This design comes from an exercise in tuning for small area on the open sky130 flow, not from production work.
Function was checked by simulation only, so behaviour that the tests miss may differ from the original.

[flow/config.mk]
export PLATFORM = sky130hd
export DESIGN_NAME = low_band_energy_beat_detector_core
export DESIGN_NICKNAME = low_band_energy_beat_detector_core
export VERILOG_FILES = /design/flow/design.v
export SDC_FILE = /design/flow/constraint.sdc
export NUM_CORES = 4
export LEC_CHECK = 0
export CAP_MARGIN = 20
export CORE_MARGIN = 2
export CORE_UTILIZATION = 40
export PLACE_DENSITY = 0.6
export SLEW_MARGIN = 20
[flow/constraint.sdc]
create_clock -name core_clock -period 9.0 [get_ports {clk}]
set_input_delay 1.8000 -clock core_clock [delete_from_list [all_inputs] [get_ports {clk}]]
set_output_delay 1.8000 -clock core_clock [all_outputs]
set_load 0.01 [all_outputs]
[flow/design.v]
`timescale 1ns / 1ps
package lbed_pkg;
	localparam int STRIDE     = 16;
	localparam int MAX_GROUPS = 4096;
	localparam int SAMPLE_W = 16;
	localparam int TIME_W   = 48;
	localparam int LEVEL_W  = 20;
	localparam int IVL_W    = 16;
	localparam int CFG_W    = 20;
	localparam int CFG_IDX_W = 1;
	localparam int FILL_W = $clog2(STRIDE);
	localparam int SUM_W  = SAMPLE_W + FILL_W;
	localparam int CNT_W  = $clog2(MAX_GROUPS + 1);
	localparam int PROD_W = 2 * SUM_W - 1;
	localparam int ACC_W  = PROD_W + CNT_W - 1;
	localparam int SQ_W   = ACC_W + (ACC_W % 2);
	localparam int ROOT_W = SQ_W / 2;
	localparam int REM_W  = ROOT_W + 2;
	localparam int SUB_W  = (REM_W > CNT_W + 1) ? REM_W : CNT_W + 1;
	localparam int STEP_W = $clog2(SQ_W + 1);
	localparam logic [CFG_IDX_W-1:0] REG_RISE_THRESHOLD = 1'b0;
	localparam logic [CFG_IDX_W-1:0] REG_MIN_INTERVAL   = 1'b1;
	typedef struct packed {
		logic             start;
		logic [ACC_W-1:0] dividend;
		logic [CNT_W-1:0] divisor;
	} ds_req_t;
	typedef struct packed {
		logic              done;
		logic [ROOT_W-1:0] root;
	} ds_rsp_t;
endpackage
`timescale 1ns / 1ps
import lbed_pkg::*;
module lbed_divsqrt
(
	input  logic    clk,
	input  logic    arst_n,
	input  lbed_pkg::ds_req_t req,
	output lbed_pkg::ds_rsp_t rsp
);
	typedef enum logic [3:0] {
		PH_IDLE = 4'b0001,
		PH_DIV  = 4'b0010,
		PH_SQRT = 4'b0100,
		PH_DONE = 4'b1000
	} phase_t;
	phase_t             phase_q;
	logic [STEP_W-1:0]  step_q;
	logic [SQ_W-1:0]    num_q;
	logic [SUB_W-1:0]   rem_q;
	logic [ROOT_W-1:0]  root_q;
	logic [CNT_W-1:0]   divisor_q;
	logic [SUB_W-1:0] op_a;
	logic [SUB_W-1:0] op_b;
	logic [SUB_W:0]   diff;
	logic             ge;
	always_comb begin
		if (phase_q == PH_SQRT) begin
			op_a = SUB_W'({rem_q[REM_W-3:0], num_q[SQ_W-1 -: 2]});
			op_b = SUB_W'({root_q, 2'b01});
		end else begin
			op_a = SUB_W'({rem_q[CNT_W-1:0], num_q[SQ_W-1]});
			op_b = SUB_W'(divisor_q);
		end
		diff = {1'b0, op_a} - {1'b0, op_b};
		ge   = ~diff[SUB_W];
	end
	always_ff @(posedge clk or negedge arst_n) begin
		if (!arst_n) begin
			phase_q <= PH_IDLE;
			step_q  <= '0;
		end else begin
			unique case (phase_q)
				PH_IDLE: begin
					if (req.start) begin
						phase_q <= PH_DIV;
						step_q  <= '0;
					end
				end
				PH_DIV: begin
					if (step_q == STEP_W'(SQ_W - 1)) begin
						phase_q <= PH_SQRT;
						step_q  <= '0;
					end else begin
						step_q <= step_q + STEP_W'(1);
					end
				end
				PH_SQRT: begin
					if (step_q == STEP_W'(ROOT_W - 1)) begin
						phase_q <= PH_DONE;
					end else begin
						step_q <= step_q + STEP_W'(1);
					end
				end
				PH_DONE: phase_q <= PH_IDLE;
				default: phase_q <= PH_IDLE;
			endcase
		end
	end
	always_ff @(posedge clk) begin
		unique case (phase_q)
			PH_IDLE: begin
				num_q     <= SQ_W'(req.dividend);
				divisor_q <= req.divisor;
				rem_q     <= '0;
				root_q    <= '0;
			end
			PH_DIV: begin
				num_q <= {num_q[SQ_W-2:0], ge};
				if (step_q == STEP_W'(SQ_W - 1)) begin
					rem_q <= '0;
				end else begin
					rem_q <= ge ? diff[SUB_W-1:0] : op_a;
				end
			end
			PH_SQRT: begin
				num_q  <= {num_q[SQ_W-3:0], 2'b00};
				rem_q  <= ge ? diff[SUB_W-1:0] : op_a;
				root_q <= {root_q[ROOT_W-2:0], ge};
			end
			default: begin
				num_q <= num_q;
			end
		endcase
	end
	assign rsp.done = (phase_q == PH_DONE);
	assign rsp.root = root_q;
endmodule
`timescale 1ns / 1ps
import lbed_pkg::*;
module low_band_energy_beat_detector_core
(
	input  logic                 clk,
	input  logic                 arst_n,
	input  logic                 cfg_we,
	input  logic [lbed_pkg::CFG_IDX_W-1:0] cfg_index,
	input  logic [lbed_pkg::CFG_W-1:0]     cfg_wdata,
	input  logic                 s_tvalid,
	output logic                 s_tready,
	input  logic [63:0]          s_tdata,    
	input  logic                 s_tlast,    
	output logic                 m_tvalid,
	input  logic                 m_tready,
	output logic [23:0]          m_tdata,    
	output logic                 m_tuser     
);
	typedef enum logic [5:0] {
		ST_IDLE   = 6'b000001,
		ST_MUL    = 6'b000010,
		ST_ACC    = 6'b000100,
		ST_FINISH = 6'b001000,
		ST_ROOT   = 6'b010000,
		ST_DECIDE = 6'b100000
	} state_t;
	state_t state_q;
	logic [LEVEL_W-1:0] thr_q;
	logic [IVL_W-1:0]   min_ivl_q;
	logic signed [SUM_W-1:0] group_sum_q;
	logic [FILL_W-1:0]       fill_q;
	logic [ACC_W-1:0]        acc_q;
	logic [CNT_W-1:0]        count_q;
	logic [LEVEL_W-1:0] prev_q;
	logic               have_prev_q;
	logic [TIME_W-1:0]  last_beat_q;
	logic [SUM_W-1:0]   mag_q;
	logic [PROD_W-1:0]  prod_q;
	logic               last_q;
	logic [TIME_W-1:0]  time_q;
	logic [LEVEL_W-1:0] level_res_q;
	logic               valid_res_q;
	logic               m_tvalid_q;
	logic               beat_out_q;
	logic [LEVEL_W-1:0] level_out_q;
	logic               valid_out_q;
	lbed_pkg::ds_req_t ds_req;
	lbed_pkg::ds_rsp_t ds_rsp;
	logic signed [SAMPLE_W-1:0] in_sample;
	logic [TIME_W-1:0]          in_time;
	logic                       accept;
	logic                       take_sample;
	logic                       group_full;
	logic signed [SUM_W-1:0]    new_sum;
	logic [2*SUM_W-1:0]         square;
	logic                       out_free;
	logic                       rise;
	logic [TIME_W-1:0]          elapsed;
	logic                       beat_c;
	assign in_sample = s_tdata[15:0];
	assign in_time   = s_tdata[63:16];
	assign s_tready    = (state_q == ST_IDLE);
	assign accept      = s_tvalid && s_tready;
	assign take_sample = (count_q < CNT_W'(MAX_GROUPS));
	assign group_full  = (fill_q == FILL_W'(STRIDE - 1));
	assign new_sum     = group_sum_q + SUM_W'(in_sample);
	assign square      = mag_q * mag_q;
	assign out_free    = !m_tvalid_q || m_tready;
	assign rise    = (level_res_q > prev_q) && ((level_res_q - prev_q) > thr_q);
	assign elapsed = time_q - last_beat_q;
	assign beat_c  = valid_res_q && have_prev_q && rise && (elapsed > TIME_W'(min_ivl_q));
	assign ds_req.start    = (state_q == ST_FINISH) && (count_q != '0);
	assign ds_req.dividend = acc_q;
	assign ds_req.divisor  = count_q;
	lbed_divsqrt u_divsqrt (
		.clk    (clk),
		.arst_n (arst_n),
		.req    (ds_req),
		.rsp    (ds_rsp)
	);
	always_ff @(posedge clk or negedge arst_n) begin
		if (!arst_n) begin
			thr_q     <= '0;
			min_ivl_q <= '0;
		end else if (cfg_we) begin
			unique case (cfg_index)
				REG_RISE_THRESHOLD: thr_q     <= cfg_wdata[LEVEL_W-1:0];
				REG_MIN_INTERVAL:   min_ivl_q <= cfg_wdata[IVL_W-1:0];
				default:            thr_q     <= thr_q;
			endcase
		end
	end
	always_ff @(posedge clk or negedge arst_n) begin
		if (!arst_n) begin
			state_q     <= ST_IDLE;
			group_sum_q <= '0;
			fill_q      <= '0;
			acc_q       <= '0;
			count_q     <= '0;
			prev_q      <= '0;
			have_prev_q <= 1'b0;
			last_beat_q <= '0;
			m_tvalid_q  <= 1'b0;
		end else begin
			if (state_q == ST_DECIDE && out_free) begin
				m_tvalid_q <= 1'b1;
			end else if (m_tready) begin
				m_tvalid_q <= 1'b0;
			end
			unique case (state_q)
				ST_IDLE: begin
					if (accept) begin
						if (take_sample && group_full) begin
							group_sum_q <= '0;
							fill_q      <= '0;
							state_q     <= ST_MUL;
						end else begin
							if (take_sample) begin
								group_sum_q <= new_sum;
								fill_q      <= fill_q + FILL_W'(1);
							end
							state_q <= s_tlast ? ST_FINISH : ST_IDLE;
						end
					end
				end
				ST_MUL: state_q <= ST_ACC;
				ST_ACC: begin
					acc_q   <= acc_q + ACC_W'(prod_q);
					count_q <= count_q + CNT_W'(1);
					state_q <= last_q ? ST_FINISH : ST_IDLE;
				end
				ST_FINISH: state_q <= (count_q != '0) ? ST_ROOT : ST_DECIDE;
				ST_ROOT: begin
					if (ds_rsp.done) begin
						state_q <= ST_DECIDE;
					end
				end
				ST_DECIDE: begin
					if (out_free) begin
						if (valid_res_q) begin
							prev_q      <= level_res_q;
							have_prev_q <= 1'b1;
						end
						if (beat_c) begin
							last_beat_q <= time_q;
						end
						group_sum_q <= '0;
						fill_q      <= '0;
						acc_q       <= '0;
						count_q     <= '0;
						state_q     <= ST_IDLE;
					end
				end
				default: state_q <= ST_IDLE;
			endcase
		end
	end
	always_ff @(posedge clk) begin
		if (accept) begin
			last_q <= s_tlast;
			time_q <= in_time;
			mag_q  <= new_sum[SUM_W-1] ? (~new_sum + SUM_W'(1)) : new_sum;
		end
		if (state_q == ST_MUL) begin
			prod_q <= square[PROD_W-1:0];
		end
		if (state_q == ST_FINISH) begin
			level_res_q <= '0;
			valid_res_q <= 1'b0;
		end
		if (state_q == ST_ROOT && ds_rsp.done) begin
			level_res_q <= ds_rsp.root[LEVEL_W-1:0];
			valid_res_q <= 1'b1;
		end
		if (state_q == ST_DECIDE && out_free) begin
			beat_out_q  <= beat_c;
			level_out_q <= level_res_q;
			valid_out_q <= valid_res_q;
		end
	end
	assign m_tvalid = m_tvalid_q;
	assign m_tdata  = {3'b000, level_out_q, beat_out_q};
	assign m_tuser  = valid_out_q;
endmodule
[flow/run.sh]
#!/bin/bash
# synth_recipe.tcl (not shown) runs the flow's synth.tcl, then flattens the netlist and writes it again
# the make line also repeats each setting of config.mk as NAME=value (left out here)
make -C /OpenROAD-flow-scripts/flow DESIGN_CONFIG=/design/flow/config.mk WORK_HOME=/design/flow/orfs CLKGATE_MAP_FILE= SYNTH_SCRIPT=/design/flow/synth_recipe.tcl finish
==> impl_metrics.ini <==
[status]
outcome = timing/DRC/antenna clean

[setup_path]
worst-path-max-fanout = 17
worst_setup_path_start_kind = flop
cp.arrival_ns = 8.54
crit_slowest_cell = edfxtp_1
crit_path_end_kind = flop
cpPeakStageDelay_ns = 0.82
timing.rr.end = prod_q[38]
timing.rr.start = mag_q[6]
ff2ff_path_depth = 25
required_ns = 9.39
crit_type = reg2reg
cpMostUsedCell = fa_1
r2r_slack_ns = 0.85

[job]
drv_cap = 0

[die]
die_h_um = 316
ios = 118
fp-row-count = 114
fp.dieArea_sq_um = 100000
die_w_um = 316
fp.coreArea_sq_um = 96700
initial_core_util_pct = 40.4

[global_routing]
grt_pass1_vias = 29000
grt_pass1_wl_um = 148000
track_usage_pct = 18.0
antenna_found_initial = 2
grt_max_degree = 120
gr-total-overflow = 0

[cts]
cts_tree = built
cts_buffer_depth = 3
htree_levels = 2
cts_resized = 0
postCtsSetupBuffers = 0
insertion_delay_ns = 0.66
clk_pin_slew_ns = 0.06
numCtsBuffers = 55
ctsRootBufferMaster = clkbuf_16
cts_hold_buf = 0
cts.sinks = 477

[final_layout]
layout_common_cells = inv_1 (546), nand2_1 (482), ha_1 (345), fa_1 (283), edfxtp_1 (266)
area_delta_synth_final_pct = 11.4
fin_nets = 4767
diodes = 0
drive_above_1_share_pct = 6.54
final_common_cell = inv_1

[timing]
period_share_pct = 90.6
rsz0062_at_grt = false
skew_ns = 0.0651
setup_slack_ns = 0.846
finalSetupTns_ns = 0
slew_headroom_pct = 29.0
min_period_ns = 8.15
slew_violations = 0
max_freq_mhz = 123
setup_viol = 0
hold_violations = 0
worst_slew_pin_slew_ns = 1.06

[route]
drtAntennaViolNets = 0
vias = 27900
drt_iter0_drc = 1473
drc = 0
routedWlPerCell_um = 16.3
first_pass_iters = 8
viasPerCell = 5.19
routed_wl_um = 87600

[yosys]
yosys_warnings = 2
syn_inst = 3963
ys_types = 97
syn-cell-area_sq_um = 39000
ys.flop_type = edfxtp_1
seq_area_frac_synth_pct = 34.0
syn_avg_cell_area_sq_um = 9.85
async_reset_ff_share_pct = 44.0
synth_edf_count = 266
synth_seq_cells = 477

[placed_design]
dpl.hpwl_um = 66800
io_buffers = 114
dp_slack_ns = 0.883
gp_congestion = 0.865

[worst_hold_path]
hold_end = have_prev_q
worstHoldStart = have_prev_q
worstHoldPathType = reg2reg
holdPathStages = 1
## per-stage QoR
step	cells	util, %	hold WS (ns)	cell area (sq um)
finish	5371	45.0	0.481	43500
floorplan	3965	-	0.426	39000
global placement	5267	43.0	0.454	41600
detailed placement	5267	43.0	0.464	41600
global route	5371	45.0	0.513	43500
CTS	5371	44.9	0.482	43500
## final cells by class
cell class | instances | area [sq um]
timing repair buffer | 150 | 1430
tap | 1276 | 1600
inverter | 548 | 2060
multi-input combinational | 2816 | 23300
clock buffer | 65 | 1410
fill | 9255 | 53200
clock inverter | 39 | 442
sequential | 477 | 13300
## cell families after synthesis
group	synth area share (%)
fa+ha+maj	25.6
simple gates	13.5
buf+inv	6.58
flops	34.0
compound gates	12.8
other cells	0.00961
xor+xnor	4.40
mux	3.17
## critical path, delay by kind of cell, from the launching register on
kind / cells / cell delay [ns]
AO/OA/AOI/OAI: 8 / 2.20
flip-flops: 1 / 0.82
adder cells (fa/ha/maj): 8 / 3.67
AND/OR/NAND/NOR: 3 / 0.65
XOR/XNOR: 1 / 0.09
buffers and inverters: 5 / 0.50
## registers in the layout (all words and copies together), names as in the netlist, 16 cells and up
name	flops
acc_q	51
group_sum_q	20
last_beat_q	48
level_out_q	20
level_res_q	20
mag_q	20
min_ivl_q	16
prev_q	20
prod_q	38
thr_q	20
time_q	48
u_divsqrt.num_q	52
u_divsqrt.rem_q	26
u_divsqrt.root_q	26
## how the worst max path moves through the flow
stage                  start          to  slack [ns]  depth (start not counted)
finish              mag_q[6]  prod_q[38]        0.85                         25
global route        mag_q[5]  prod_q[38]        0.36                         26
CTS                 mag_q[6]  prod_q[38]        0.91                         25
detailed placement  mag_q[6]  prod_q[38]        0.88                         25
global placement    mag_q[5]  prod_q[38]        1.04                         26
floorplan           mag_q[2]  prod_q[37]        1.27                         29
## metal layers
layer  vias to the layer above  wire length, um  GRT usage, %
li1                      13600                -             -
met1                     13700            40500          24.1
met2                       480            41900          31.1
met3                       109             3190          2.13
met4                         2             1940          4.68
met5                         -               13             0
## Yosys cell counts, types with 9 or more instances
library cell	count	share of area [%]
inv_1	547	5.3
nand2_1	483	4.6
ha_1	345	11
fa_1	283	15
edfxtp_1	266	20
a21oi_1	214	2.7
dfrtp_1	208	13
nor2_1	188	1.8
o21ai_0	162	2.1
and2_1	141	2.3
xnor2_1	118	2.6
clkbuf_1	103	0.99
a21o_1	90	1.7
xor2_1	78	1.7
mux2_2	69	2.0
nand3_1	57	0.73
a22oi_1	52	1.0
nor3_1	43	0.55
nand4_1	35	0.56
o21bai_1	33	0.63
nor2b_1	30	0.48
o21a_1	28	0.54
nand2b_1	27	0.43
and3_1	23	0.37
mux2_4	20	0.77
a211oi_1	18	0.35
nor4_1	18	0.29
a22o_1	17	0.38
mux2i_1	16	0.41
o31ai_1	16	0.31
or3_1	16	0.26
a31oi_1	13	0.21
o211ai_1	13	0.25
a21boi_0	12	0.23
a31o_2	11	0.25
or2_2	10	0.16
a2111oi_0	9	0.20

## what the ideal ports hide
In the flow no input, the clock included, has a driving cell. The finished layout below was timed again as built, in two steps. Step 1 (the two cells are an assumption about what drives the block):
set clk [get_ports {clk}]
set_driving_cell -lib_cell sky130_fd_sc_hd__clkbuf_16 $clk
set_driving_cell -lib_cell sky130_fd_sc_hd__buf_2 [delete_from_list [all_inputs] $clk]
Step 2, shift: input delay + t, output delay - t, t = (earliest + latest rising clock arrival at the registers) / 2. This alone moves slack from input paths to output paths. Three values: ideal ports, drivers, drivers and shift; two values: the first two.
t, ns: 0.693
setup slack, ns: 0.846 / 0.846 / 0.846
worst setup path after step 2: register to register
After both steps setup and hold are still met in this run. For this run, drivers alone change the setup slack by 0.000 ns; drivers and shift together by 0.000 ns.
